This design comes from an exercise in tuning for small area and a short achievable clock period on the open sky130 flow, not from production work.
Only simulation tests tie the RTL to the original design; equivalence was not proved.
Power and IR drop assume default switching activity.

==> flow/design.v <==
module lcd_bus_responder #(
    parameter int BUSY_CYC  = 40,
    parameter int BUSY_LONG = 1520
) (
    input  logic               clk,
    input  logic               rst,
    input  logic               lcd_e,
    input  logic               lcd_rs,
    input  logic               lcd_rw,
    input  logic [7:0]         lcd_data_in,
    output logic [7:0]         lcd_data_out,
    output logic               lcd_data_oe,
    input  logic [6:0]         scan_addr,
    output logic [7:0]         scan_data,
    output logic [6:0]         cursor_addr,
    output logic [5:0]         shift_ofs,
    output logic               disp_on,
    output logic               cursor_on,
    output logic               blink_on,
    output logic               line2,
    output logic               bus8,
    output logic               busy,
    output logic               cmd_strobe,
    output logic               overrun,
    output logic               err
);
    localparam int MAX_BUSY = (BUSY_LONG > BUSY_CYC) ? BUSY_LONG : BUSY_CYC;
    localparam int CNT_W    = $clog2(MAX_BUSY + 1);
    localparam logic [CNT_W-1:0] CYC_LOAD  = CNT_W'(BUSY_CYC - 1);
    localparam logic [CNT_W-1:0] LONG_LOAD = CNT_W'(BUSY_LONG - 1);
    typedef enum logic [1:0] {ST_IDLE, ST_FILL, ST_WAIT} state_t;
    state_t           state;
    state_t           state_nxt;
    logic [CNT_W-1:0] busy_cnt;
    logic [6:0]       fill_idx;
    logic [6:0]       fill_addr;
    logic             fill_we;
    logic             e_meta;
    logic             e_sync;
    logic             e_prev;
    logic             cap_rs;
    logic             cap_rw;
    logic [7:0]       cap_data;
    logic             fall;
    logic             wr_accept;
    logic             wr_drop;
    logic             rd_accept;
    logic             is_clear;
    logic             is_home;
    logic [6:0]       ac;
    logic             inc_dec;
    logic             disp_shift;
    logic             cg_sel;
    logic [7:0]       ddram [0:127];
    logic             mem_we;
    logic [6:0]       mem_wa;
    logic [7:0]       mem_wd;
    logic [7:0]       data_byte;
    logic [7:0]       status_byte;
    function automatic logic [6:0] step_ac(input logic [6:0] a, input logic inc, input logic l2);
        if (l2) begin
            if (inc) step_ac = (a == 7'h27) ? 7'h40 : (a == 7'h67) ? 7'h00 : a + 7'd1;
            else     step_ac = (a == 7'h00) ? 7'h67 : (a == 7'h40) ? 7'h27 : a - 7'd1;
        end else begin
            if (inc) step_ac = (a == 7'h4F) ? 7'h00 : a + 7'd1;
            else     step_ac = (a == 7'h00) ? 7'h4F : a - 7'd1;
        end
    endfunction
    function automatic logic [5:0] step_ofs(input logic [5:0] o, input logic inc);
        if (inc) step_ofs = (o == 6'd39) ? 6'd0 : o + 6'd1;
        else     step_ofs = (o == 6'd0) ? 6'd39 : o - 6'd1;
    endfunction
    function automatic logic ddram_valid(input logic [6:0] a, input logic l2);
        if (l2) ddram_valid = (a <= 7'h27) || ((a >= 7'h40) && (a <= 7'h67));
        else    ddram_valid = (a <= 7'h4F);
    endfunction
    always_ff @(posedge clk or posedge rst) begin
        if (rst) begin
            e_meta <= 1'b0;
            e_sync <= 1'b0;
            e_prev <= 1'b0;
        end else begin
            e_meta <= lcd_e;
            e_sync <= e_meta;
            e_prev <= e_sync;
        end
    end
    always_ff @(posedge clk or posedge rst) begin
        if (rst) begin
            cap_rs   <= 1'b0;
            cap_rw   <= 1'b0;
            cap_data <= 8'h00;
        end else if (e_sync) begin
            cap_rs   <= lcd_rs;
            cap_rw   <= lcd_rw;
            cap_data <= lcd_data_in;
        end
    end
    assign fall      = e_prev & ~e_sync;
    assign wr_accept = fall & ~cap_rw & ~busy;
    assign wr_drop   = fall & ~cap_rw & busy;
    assign rd_accept = fall & cap_rw;
    assign is_clear  = ~cap_rs & (cap_data == 8'h01);
    assign is_home   = ~cap_rs & (cap_data[7:1] == 7'b0000001);
    always_ff @(posedge clk or posedge rst) begin
        if (rst) state <= ST_IDLE;
        else     state <= state_nxt;
    end
    always_comb begin
        state_nxt = state;
        case (state)
            ST_IDLE: if (wr_accept) state_nxt = is_clear ? ST_FILL : ST_WAIT;
            ST_FILL: if (fill_idx == 7'd79) state_nxt = ST_WAIT;
            ST_WAIT: if (busy_cnt == '0) state_nxt = ST_IDLE;
            default: state_nxt = ST_IDLE;
        endcase
    end
    always_comb begin
        busy    = (state != ST_IDLE);
        fill_we = (state == ST_FILL);
    end
    always_ff @(posedge clk or posedge rst) begin
        if (rst) begin
            busy_cnt <= '0;
            fill_idx <= '0;
        end else begin
            case (state)
                ST_IDLE: if (wr_accept) begin
                    fill_idx <= '0;
                    busy_cnt <= is_home ? LONG_LOAD : CYC_LOAD;
                end
                ST_FILL: begin
                    fill_idx <= fill_idx + 7'd1;
                    busy_cnt <= CYC_LOAD;
                end
                ST_WAIT: busy_cnt <= busy_cnt - CNT_W'(1);
                default: ;
            endcase
        end
    end
    assign fill_addr = (line2 && (fill_idx >= 7'd40)) ? fill_idx + 7'd24 : fill_idx;
    always_ff @(posedge clk or posedge rst) begin
        if (rst) begin
            ac         <= 7'h00;
            shift_ofs  <= 6'd0;
            disp_on    <= 1'b0;
            cursor_on  <= 1'b0;
            blink_on   <= 1'b0;
            line2      <= 1'b0;
            bus8       <= 1'b1;
            inc_dec    <= 1'b1;
            disp_shift <= 1'b0;
            cmd_strobe <= 1'b0;
            overrun    <= 1'b0;
            err        <= 1'b0;
        end else begin
            cmd_strobe <= wr_accept | rd_accept;
            overrun    <= wr_drop;
            err        <= 1'b0;
            if (rd_accept && cap_rs && !cg_sel) ac <= step_ac(ac, inc_dec, line2);
            if (wr_accept) begin
                if (cap_rs) begin
                    if (!cg_sel) begin
                        ac <= step_ac(ac, inc_dec, line2);
                        if (disp_shift) shift_ofs <= step_ofs(shift_ofs, inc_dec);
                    end
                end else begin
                    casez (cap_data)
                        8'b1???????: begin
                            if (ddram_valid(cap_data[6:0], line2)) ac <= cap_data[6:0];
                            else err <= 1'b1;
                        end
                        8'b01??????: begin
                        end
                        8'b001?????: begin
                            bus8  <= cap_data[4];
                            line2 <= cap_data[3];
                        end
                        8'b0001????: begin
                            if (cap_data[3]) shift_ofs <= step_ofs(shift_ofs, cap_data[2]);
                            else ac <= step_ac(ac, cap_data[2], line2);
                        end
                        8'b00001???: begin
                            disp_on   <= cap_data[2];
                            cursor_on <= cap_data[1];
                            blink_on  <= cap_data[0];
                        end
                        8'b000001??: begin
                            inc_dec    <= cap_data[1];
                            disp_shift <= cap_data[0];
                        end
                        8'b0000001?: begin
                            ac        <= 7'h00;
                            shift_ofs <= 6'd0;
                        end
                        8'b00000001: begin
                            ac        <= 7'h00;
                            shift_ofs <= 6'd0;
                            inc_dec   <= 1'b1;
                        end
                        default: ;
                    endcase
                end
            end
        end
    end
    logic [7:0] cgram [0:63];
    logic [5:0] cg_addr;
    always_ff @(posedge clk or posedge rst) begin
        if (rst) begin
            cg_sel  <= 1'b0;
            cg_addr <= 6'd0;
        end else if (wr_accept && !cap_rs) begin
            if (cap_data[7] && ddram_valid(cap_data[6:0], line2)) begin
                cg_sel <= 1'b0;
            end else if (cap_data[7:6] == 2'b01) begin
                cg_sel  <= 1'b1;
                cg_addr <= cap_data[5:0];
            end else if (cap_data == 8'h01) begin
                cg_sel <= 1'b0;
            end
        end else if ((wr_accept || rd_accept) && cap_rs && cg_sel) begin
            cg_addr <= inc_dec ? cg_addr + 6'd1 : cg_addr - 6'd1;
        end
    end
    always_ff @(posedge clk) begin
        if (wr_accept && cap_rs && cg_sel) cgram[cg_addr] <= cap_data;
    end
    assign data_byte   = cg_sel ? cgram[cg_addr] : ddram[ac];
    assign status_byte = cg_sel ? {busy, 1'b0, cg_addr} : {busy, ac};
    assign mem_we = fill_we | (wr_accept & cap_rs & ~cg_sel);
    assign mem_wa = fill_we ? fill_addr : ac;
    assign mem_wd = fill_we ? 8'h20 : cap_data;
    always_ff @(posedge clk) begin
        if (mem_we) ddram[mem_wa] <= mem_wd;
        scan_data <= ddram[scan_addr];
    end
    assign cursor_addr      = ac;
    assign lcd_data_oe  = e_sync & cap_rw;
    assign lcd_data_out = lcd_data_oe ? (cap_rs ? data_byte : status_byte) : 8'h00;
endmodule
==> flow/run.sh <==
#!/bin/bash
# synth_recipe.tcl (not shown) runs the flow's synth.tcl, then flattens the netlist and writes it again
# the make line also repeats each setting of config.mk as NAME=value (left out here)
make -C /OpenROAD-flow-scripts/flow DESIGN_CONFIG=/design/flow/config.mk WORK_HOME=/design/flow/orfs CLKGATE_MAP_FILE= SYNTH_SCRIPT=/design/flow/synth_recipe.tcl finish
==> flow/config.mk <==
export PLATFORM = sky130hd
export DESIGN_NAME = lcd_bus_responder
export DESIGN_NICKNAME = lcd_bus_responder
export VERILOG_FILES = /design/flow/design.v
export SDC_FILE = /design/flow/constraint.sdc
export NUM_CORES = 4
export LEC_CHECK = 0
export CAP_MARGIN = 20
export CORE_MARGIN = 2
export CORE_UTILIZATION = 40
export SLEW_MARGIN = 20
==> flow/constraint.sdc <==
create_clock -name core_clock -period 10.0 [get_ports {clk}]
set_input_delay 2.0000 -clock core_clock [delete_from_list [all_inputs] [get_ports {clk}]]
set_output_delay 2.0000 -clock core_clock [all_outputs]
set_load 0.01 [all_outputs]
==> impl_metrics.env, run 1 <==
export IMPL_outcome="complete, no violations"
export IMPL_ff2ff_setup_slack_ns=5.38
export IMPL_synth_area_leaders="edfxtp_1 64%, mux4_2 17%, mux2i_1 2.4%"
export IMPL_die_y_um=429
export IMPL_path_max_fanout=34
export IMPL_area_growth_synth_to_final_pct=12.1
export IMPL_required_ns=8.00
export IMPL_synth_edff_count=1536
export IMPL_hold_violations=0
export IMPL_yosysMostFrequentCell="edfxtp_1"
export IMPL_rsz0062_at_grt="no"
export IMPL_gp_congestion=0.925
export IMPL_drt_iter0_drc=7180
export IMPL_p_per_area_mw_per_mm2=240
export IMPL_cts_max_path_buffers=3
export IMPL_min_path_type="flop to flop"
export IMPL_drv_cap=0
export IMPL_power_frac_comb=0.273
export IMPL_synthTopCellsByCount="1536 x edfxtp_1, 548 x mux4_2, 281 x nor2_1"
export IMPL_fin_nets=4145
export IMPL_synth_ff_type="edfxtp_1"
export IMPL_p_switching_mw=6.37
export IMPL_grt_pass1_wl_mm=320
export IMPL_firstDrtPassIters=8
export IMPL_cts_max_level=4
export IMPL_via_per_inst=6.47
export IMPL_pre_cts_ws_ns=3.06
export IMPL_hpwl_mm=145
export IMPL_numCtsBuffers=170
export IMPL_arrival_ns=5.69
export IMPL_dr_total_vias=42700
export IMPL_cts_tree="yes"
export IMPL_n_fill_cell=15200
export IMPL_yosys_warnings=1
export IMPL_ctsResizeCount=0
export IMPL_cp_end_kind="output port"
export IMPL_synth_area_per_cell_um2=17.7
export IMPL_ys_types=82
export IMPL_internal_power_mw=13.0
export IMPL_synth_top_area_share=0.639
export IMPL_die_w_um=429
export IMPL_clockRootBuffer="clkbuf_16"
export IMPL_grt_pass1_vias=41400
export IMPL_antenna_found_initial=9
export IMPL_post_route_period_util=0.769
export IMPL_p_leak_nw=24.8
export IMPL_met1_usage=0.346
export IMPL_max_clock_freq_mhz=130
export IMPL_crit_type="flop to output port"
export IMPL_rows=155
export IMPL_cts_sinks=1607
export IMPL_ctsHoldBuffers=0
export IMPL_finalMaxSlewViolations=0
export IMPL_ios=59
export IMPL_grtUsageTotal=0.243
export IMPL_final_cell_area_mm2=0.0809
export IMPL_p_seq_frac=0.400
export IMPL_drt_wl_total_mm=226
export IMPL_setup_tns_ns=0
export IMPL_tightestPinTransition_ns=1.14
export IMPL_initial_core_util=0.404
export IMPL_synth_top_area_cell="edfxtp_1"
export IMPL_path_cells="buf_4 > buf_4 > mux4_2 > nor2_1 > o31a_1 > a2111oi_1 > o311ai_1 > a31oi_1 > clkdlybuf4s50_1"
export IMPL_syn_cell_area_mm2=0.0722
export IMPL_grtUsageMet2=0.362
export IMPL_grt_busiest_layer="met2"
export IMPL_gr_total_overflow=0
export IMPL_wl_per_cell_um=34.3
export IMPL_swShare=0.328
export IMPL_clk_pin_slew_ns=0.07
export IMPL_worst_slack_ns=2.31
export IMPL_drc=0
export IMPL_relSlewSlack=0.240
export IMPL_die_area_mm2=0.184
export IMPL_cp_start_kind="flop"
export IMPL_drive_above_1_share=0.235
export IMPL_syn_nets=4113
export IMPL_insertion_delay_ns=0.85
export IMPL_ant_nets=0
export IMPL_finalSetupViolations=0
export IMPL_cts_setup_buffers=0
export IMPL_finalCriticalPeriod_ns=7.69
export IMPL_synth_seq_area_share=0.663
export IMPL_portBuffers=58
export IMPL_ir_worst_vdd_mv=0.222
export IMPL_use_met3=0.0580
export IMPL_synthArstFlopShare=0.0392
export IMPL_core_area_mm2=0.179
export IMPL_ys_ff_latch=1607
export IMPL_postPlaceCellArea_mm2=0.0753
export IMPL_p_clk_frac=0.327
export IMPL_cpMaxStageDelayCell="a2111oi_1"
export IMPL_slowest_delay_ns=0.81
export IMPL_finClkSkew_ns=0.0605
export IMPL_grt_max_degree=109
export IMPL_path_common_cell="buf_4"
export IMPL_syn_inst=4074
[through the flow]
stage | utilization | hold WS, ns | total power [mW] | std cells
after floorplan | - | 0.331 | 11.1 | 4074
after global placement | 0.421 | 0.366 | 13.1 | 6283
after global routing | 0.452 | 0.389 | 19.9 | 6595
after detailed placement | 0.421 | 0.362 | 13.1 | 6287
after CTS | 0.452 | 0.386 | 19.4 | 6592
final | 0.452 | 0.371 | 19.4 | 6598
[critical path: cells and delay by family (launching register included)]
family                 cells  cell delay [ns]
AOI/OAI and AO/OA          4             1.96
buffers and inverters      3             1.76
muxes                      1             0.31
DFF                        1             0.68
and+or+nand+nor            1             0.05
[cell usage in the layout, fill, tap and decap left out, types with 14 or more instances in the layout]
cell type,n
nand2_1,131
nand3_1,51
clkinv_1,28
mux2_2,34
clkbuf_1,37
mux2i_1,173
nor2_1,272
mux4_2,548
a21oi_1,99
o21ai_0,85
and2_1,14
a221oi_1,59
o211ai_1,16
clkinv_2,29
buf_4,101
dfrtp_1,44
a22o_1,48
ha_1,18
nor3_1,30
inv_1,30
clkdlybuf4s50_1,53
bufinv_16,14
a31oi_1,53
edfxtp_1,1536
a22oi_1,162
nand4_1,15
nor2b_1,17
clkbuf_16,171
nand2b_1,21
[layer usage]
layer | part of all wire | up-vias
met5 | 0.00033 | -
met4 | 0.043 | 6
met3 | 0.11 | 443
met2 | 0.45 | 2659
met1 | 0.40 | 22500
li1 | - | 17100
[final timing paths]
kind                                from         endpoint  cells past startpoint
worst max-delay path               ac[1]  lcd_data_out[3]                      9
worst min-delay path              e_meta           e_sync                      0
worst max register to register  state[1]    ddram[122][7]                      8
worst min register to register    e_meta           e_sync                      0
max in group asynchronous            rst       cg_addr[2]                      3
min in group asynchronous            rst     shift_ofs[4]                      2
[area by class of cell]
class	instances	area (µm²)	area share
well taps	2355	2950	0.0364
multi-input cells	2128	22900	0.283
clock inverters	93	1090	0.0135
clock buffers	212	4470	0.0553
repair buffers	166	1500	0.0185
diodes	4	10.0	0.000124
inverters	33	125	0.00155
flip-flops and latches	1607	47900	0.592
[cells by family after synthesis]
kind of cell,Yosys count,share of synthesized area
DFF,1607,0.663
xor gates and xnor gates,15,0.00182
buffers and inverters,339,0.0219
adders and majority gates,19,0.00340
muxes,755,0.200
and+or+nand+nor,657,0.0430
AOI/OAI and AO/OA,682,0.0671
[registers in the layout, indices dropped and copies added, names as in the netlist, 2 cells and up]
name	count
shift_ofs	6
fill_idx	7
cap_data	8
state	2
cg_addr	6
cgram	512
scan_data	8
ac	7
busy_cnt	11
ddram	1024
[power by group through the flow]
| stage | logic, mW | registers, mW | clock network, mW |
|---|---|---|---|
| after CTS | 5.20 | 7.75 | 6.41 |
| after global placement | 5.18 | 7.89 | 0 |
| after floorplan | 3.32 | 7.79 | 0 |
| after detailed placement | 5.18 | 7.90 | 0 |
| after global routing | 5.50 | 7.77 | 6.66 |
| final | 5.30 | 7.76 | 6.34 |
==> inputs of run 2 (changes only) <==
--- a/flow/design.v
+++ b/flow/design.v
@@ -51,10 +51,6 @@
     logic             inc_dec;
     logic             disp_shift;
     logic             cg_sel;
-    logic [7:0]       ddram [0:127];
-    logic             mem_we;
-    logic [6:0]       mem_wa;
-    logic [7:0]       mem_wd;
     logic [7:0]       data_byte;
     logic [7:0]       status_byte;
     function automatic logic [6:0] step_ac(input logic [6:0] a, input logic inc, input logic l2);
@@ -204,7 +200,83 @@
             end
         end
     end
-    logic [7:0] cgram [0:63];
+    logic [1:0]        rot;
+    logic [127:0][7:0] dd;
+    logic [63:0][7:0]  cg;
+    always_ff @(posedge clk) rot <= rot + 2'd1;
+    logic       pv;
+    logic       pcg;
+    logic [6:0] pa;
+    logic [7:0] pd;
+    logic       p_load;
+    logic       p_commit;
+    assign p_load   = wr_accept & cap_rs;
+    assign p_commit = pv & (pa[1:0] == rot);
+    always_ff @(posedge clk) begin
+        pv <= p_load | (pv & ~p_commit);
+        if (p_load) begin
+            pcg <= cg_sel;
+            pa  <= cg_sel ? {1'b0, cg_addr} : ac;
+            pd  <= cap_data;
+        end
+    end
+    logic [3:1]       fs_v;
+    logic [6:0]       fs_a1, fs_a2, fs_a3;
+    always_ff @(posedge clk) begin
+        fs_v  <= {fs_v[2:1], fill_we};
+        fs_a1 <= fill_addr;
+        fs_a2 <= fs_a1;
+        fs_a3 <= fs_a2;
+    end
+    logic [3:0] f_hit;
+    logic       f_commit;
+    logic [4:0] f_ring;
+    assign f_hit[0] = fill_we & (fill_addr[1:0] == rot);
+    assign f_hit[1] = fs_v[1] & (fs_a1[1:0] == rot);
+    assign f_hit[2] = fs_v[2] & (fs_a2[1:0] == rot);
+    assign f_hit[3] = fs_v[3] & (fs_a3[1:0] == rot);
+    assign f_commit = |f_hit;
+    assign f_ring   = ({5{f_hit[0]}} & fill_addr[6:2]) | ({5{f_hit[1]}} & fs_a1[6:2]) |
+                      ({5{f_hit[2]}} & fs_a2[6:2]) | ({5{f_hit[3]}} & fs_a3[6:2]);
+    logic [4:0] c_ring;
+    logic       c_dd;
+    logic       c_cg;
+    logic [7:0] c_data;
+    assign c_ring = f_commit ? f_ring : pa[6:2];
+    assign c_dd   = f_commit | (p_commit & ~pcg);
+    assign c_cg   = p_commit & pcg;
+    assign c_data = f_commit ? 8'h20 : pd;
+    always_ff @(posedge clk) begin
+        for (int j = 0; j < 32; j++) begin
+            dd[4*j+0] <= dd[4*j+1];
+            dd[4*j+1] <= dd[4*j+2];
+            dd[4*j+2] <= dd[4*j+3];
+            dd[4*j+3] <= (c_dd && c_ring == 5'(j)) ? c_data : dd[4*j+0];
+        end
+        for (int j = 0; j < 16; j++) begin
+            cg[4*j+0] <= cg[4*j+1];
+            cg[4*j+1] <= cg[4*j+2];
+            cg[4*j+2] <= cg[4*j+3];
+            cg[4*j+3] <= (c_cg && c_ring[3:0] == 4'(j)) ? pd : cg[4*j+0];
+        end
+    end
+    function automatic logic [7:0] dd_read(input logic [6:0] x);
+        logic [1:0] q;
+        logic       fh;
+        q  = x[1:0] - rot;
+        fh = (fs_v[1] && fs_a1 == x && q <= 2'd2) ||
+             (fs_v[2] && fs_a2 == x && q <= 2'd1) ||
+             (fs_v[3] && fs_a3 == x && q == 2'd0);
+        if (pv && !pcg && pa == x) dd_read = pd;
+        else if (fh)               dd_read = 8'h20;
+        else                       dd_read = dd[{x[6:2], q}];
+    endfunction
+    function automatic logic [7:0] cg_read(input logic [5:0] y);
+        logic [1:0] q;
+        q = y[1:0] - rot;
+        if (pv && pcg && pa[5:0] == y) cg_read = pd;
+        else                           cg_read = cg[{y[5:2], q}];
+    endfunction
     logic [5:0] cg_addr;
     always_ff @(posedge clk or posedge rst) begin
         if (rst) begin
@@ -223,18 +295,9 @@
             cg_addr <= inc_dec ? cg_addr + 6'd1 : cg_addr - 6'd1;
         end
     end
-    always_ff @(posedge clk) begin
-        if (wr_accept && cap_rs && cg_sel) cgram[cg_addr] <= cap_data;
-    end
-    assign data_byte   = cg_sel ? cgram[cg_addr] : ddram[ac];
+    assign data_byte   = cg_sel ? cg_read(cg_addr) : dd_read(ac);
     assign status_byte = cg_sel ? {busy, 1'b0, cg_addr} : {busy, ac};
-    assign mem_we = fill_we | (wr_accept & cap_rs & ~cg_sel);
-    assign mem_wa = fill_we ? fill_addr : ac;
-    assign mem_wd = fill_we ? 8'h20 : cap_data;
-    always_ff @(posedge clk) begin
-        if (mem_we) ddram[mem_wa] <= mem_wd;
-        scan_data <= ddram[scan_addr];
-    end
+    always_ff @(posedge clk) scan_data <= dd_read(scan_addr);
     assign cursor_addr      = ac;
     assign lcd_data_oe  = e_sync & cap_rw;
     assign lcd_data_out = lcd_data_oe ? (cap_rs ? data_byte : status_byte) : 8'h00;
==> impl_metrics.env, run 2 <==
export IMPL_finalMaxSlewViolations=0
export IMPL_cts_setup_buffers=0
export IMPL_required_ns=8.00
export IMPL_drv_cap=0
export IMPL_dr_total_vias=60500
export IMPL_outcome="complete, no violations"
export IMPL_clockRootBuffer="clkbuf_16"
export IMPL_layout_common_cells="1778 x nand2_1, 1570 x dfxtp_1, 487 x nand3_1"
export IMPL_layout_commonest_cell="nand2_1"
export IMPL_wl_per_cell_um=27.4
export IMPL_syn_nets=7604
export IMPL_firstDrtPassIters=6
export IMPL_cts_tree="yes"
export IMPL_insertion_delay_ns=0.84
export IMPL_p_per_area_mw_per_mm2=239
export IMPL_cts_max_path_buffers=3
export IMPL_cp_start_kind="flop"
export IMPL_ctsHoldBuffers=0
export IMPL_ys_types=103
export IMPL_cp_end_kind="output port"
export IMPL_max_clock_freq_mhz=107
export IMPL_die_y_um=417
export IMPL_path_max_fanout=70
export IMPL_synth_area_per_cell_um2=9.03
export IMPL_synthTopCellsByCount="1781 x nand2_1, 1571 x dfxtp_1, 487 x nand3_1"
export IMPL_synth_ff_type="dfxtp_1"
export IMPL_ant_nets=0
export IMPL_gr_total_overflow=0
export IMPL_fin_nets=7396
export IMPL_gp_congestion=0.980
export IMPL_core_area_mm2=0.169
export IMPL_area_growth_synth_to_final_pct=12.2
export IMPL_drive_above_1_share=0.129
export IMPL_regMostFlops="dd"
export IMPL_synth_edff_count=16
export IMPL_drt_wl_total_mm=266
export IMPL_ir_worst_vdd_mv=0.174
export IMPL_cts_sinks=1650
export IMPL_finalCriticalPeriod_ns=9.34
export IMPL_synthArstFlopShare=0.0382
export IMPL_final_cell_area_mm2=0.0766
export IMPL_hpwl_mm=167
export IMPL_portBuffers=58
export IMPL_antenna_found_initial=20
export IMPL_p_leak_nw=27.4
export IMPL_syn_inst=7562
export IMPL_via_per_inst=6.23
export IMPL_rows=151
export IMPL_drc=0
export IMPL_hold_violations=0
export IMPL_fin_util=0.452
export IMPL_synth_seq_area_share=0.491
export IMPL_numCtsBuffers=174
export IMPL_yosysMostFrequentCell="nand2_1"
export IMPL_postPlaceCellArea_mm2=0.0708
export IMPL_arrival_ns=7.34
export IMPL_initial_core_util=0.403
export IMPL_synth_top_area_cell="dfxtp_1"
export IMPL_setup_tns_ns=0
export IMPL_ctsResizeCount=0
export IMPL_die_w_um=417
export IMPL_tightestPinTransition_ns=1.27
export IMPL_min_path_type="flop to flop"
export IMPL_reg_top3="dd x1024, cg x512, busy_cnt x11"
export IMPL_synth_area_leaders="dfxtp_1 46%, nand2_1 9.8%, mux2_2 6.1%"
export IMPL_post_route_period_util=0.934
export IMPL_clk_pin_slew_ns=0.07
export IMPL_die_area_mm2=0.174
export IMPL_grtUsageTotal=0.296
export IMPL_grt_max_degree=132
export IMPL_rsz0062_at_grt="no"
export IMPL_syn_cell_area_mm2=0.0683
export IMPL_crit_type="flop to output port"
export IMPL_finClkSkew_ns=0.0442
export IMPL_relSlewSlack=0.144
export IMPL_largest_register_ffs=1024
export IMPL_grt_pass1_wl_mm=389
export IMPL_finalSetupViolations=0
export IMPL_grt_pass1_vias=57200
export IMPL_cts_max_level=4
export IMPL_synth_top_area_share=0.461
export IMPL_yosys_warnings=1
export IMPL_ys_ff_latch=1650
export IMPL_ios=59
export IMPL_drt_iter0_drc=7859
-- run 2: changes by cell type in the layout (fill, tap and decap cells not counted), moves of 159 or more --
cell,delta
mux4_2,-498
nand2_1,+1647
a21oi_1,+159
edfxtp_1,-1520
nand3_1,+436
mux2_2,+333
dfxtp_1,+1562
-- run 2: path summary, 6_finish.rpt --
path                       startpoint               to  slack, ns  depth (start not counted)
min in group asynchronous         rst     shift_ofs[3]       1.74                          3
hold reg to reg               cg[498]          cg[490]       0.33                          0
setup / recovery                ac[0]  lcd_data_out[0]       0.66                         12
max in group asynchronous         rst            ac[2]       7.59                          3
hold / removal                cg[498]          cg[490]       0.33                          0
setup reg to reg               rot[1]     scan_data[5]       4.68                          8
-- run 2: logic make-up (layout without fill, tap and decap cells) --
group,count (synthesis),in the layout,synth area share
AO/OA/AOI/OAI,1257,1257,0.123
XOR/XNOR,107,107,0.0151
adder cells (fa/ha/maj),22,22,0.00414
buffers and inverters,631,559,0.0370
flip-flops,1650,1650,0.491
multiplexers,722,722,0.122
other,0,12,0
AND/OR/NAND/NOR,3173,3173,0.208
-- run 2: layout make-up --
| cell class | instances | area [µm²] |
|---|---|---|
| Fill cell | 15900 | 92800 |
| Sequential cell | 1650 | 33500 |
| Multi-Input combinational cell | 5281 | 32500 |
| Clock buffer | 250 | 5060 |
| Tap cell | 2218 | 2780 |
| Timing Repair Buffer | 203 | 1820 |
| Clock inverter | 62 | 758 |
| Inverter | 44 | 165 |
| Antenna cell | 12 | 30.0 |
-- run 2: layer usage --
| layer | share of wire | global-route usage | vias up |
|---|---|---|---|
| met2 | 0.42 | 0.437 | 3909 |
| met3 | 0.12 | 0.0829 | 950 |
| li1 | - | - | 26500 |
| met4 | 0.065 | 0.172 | 10 |
| met5 | 0.00023 | 0 | - |
| met1 | 0.39 | 0.385 | 29200 |
-- run 2: critical path, cell delays in order (launching register included) --
cell	delay [ns]
dfrtp_1	0.59
inv_1	0.29
ha_4	0.48
xor3_4	0.94
buf_4	0.79
nand2_1	0.11
nand3_1	0.11
nand3_1	0.08
a2111oi_0	1.01
nand2_1	0.15
o32a_1	0.38
a22oi_1	0.80
clkdlybuf4s50_1	0.74
-- run 2: through the flow --
| step | worst slack (ns) | hold WS, ns | total power [mW] | std cells |
|---|---|---|---|---|
| 5_1_grt | 0.737 | 0.349 | 18.8 | 9709 |
| 3_5_place_dp | 1.72 | 0.335 | 11.6 | 9396 |
| 4_1_cts | 0.839 | 0.339 | 18.1 | 9708 |
| 3_3_place_gp | 1.76 | 0.329 | 11.6 | 9396 |
| 2_1_floorplan | 4.23 | 0.325 | 9.68 | 7562 |
| 6_report | 0.657 | 0.334 | 18.3 | 9720 |
-- run 2: where the power goes --
part / switching [mW] / total [mW] / internal [mW]
clock network: 2.80 / 6.64 / 3.84
registers: 0.225 / 6.95 / 6.72
logic: 3.35 / 4.70 / 1.34
total: 6.38 / 18.3 / 11.9

-- what the ideal ports hide --
How much do the figures lean on ideal ports? The routed layouts below were timed once more, with nothing changed but the port constraints.
Step 1, drivers: a clkbuf_16 drives clk and a buf_2 each remaining input, both assumed.
Step 2, shift: input delay + t, output delay - t, t = (earliest + latest rising clock arrival at the registers) / 2. This alone moves slack from input paths to output paths.
Three values: ideal ports, drivers, drivers and shift; two values: the first two.
run | t (ns) | slack for setup (ns) | worst data-port slew with drivers (ns)
run 1 | 0.902 | 2.314 / 2.232 / 3.134 | 0.06
run 2 | 0.901 | 0.657 / 0.576 / 1.477 | 0.09
After both steps every run listed still meets setup and hold.
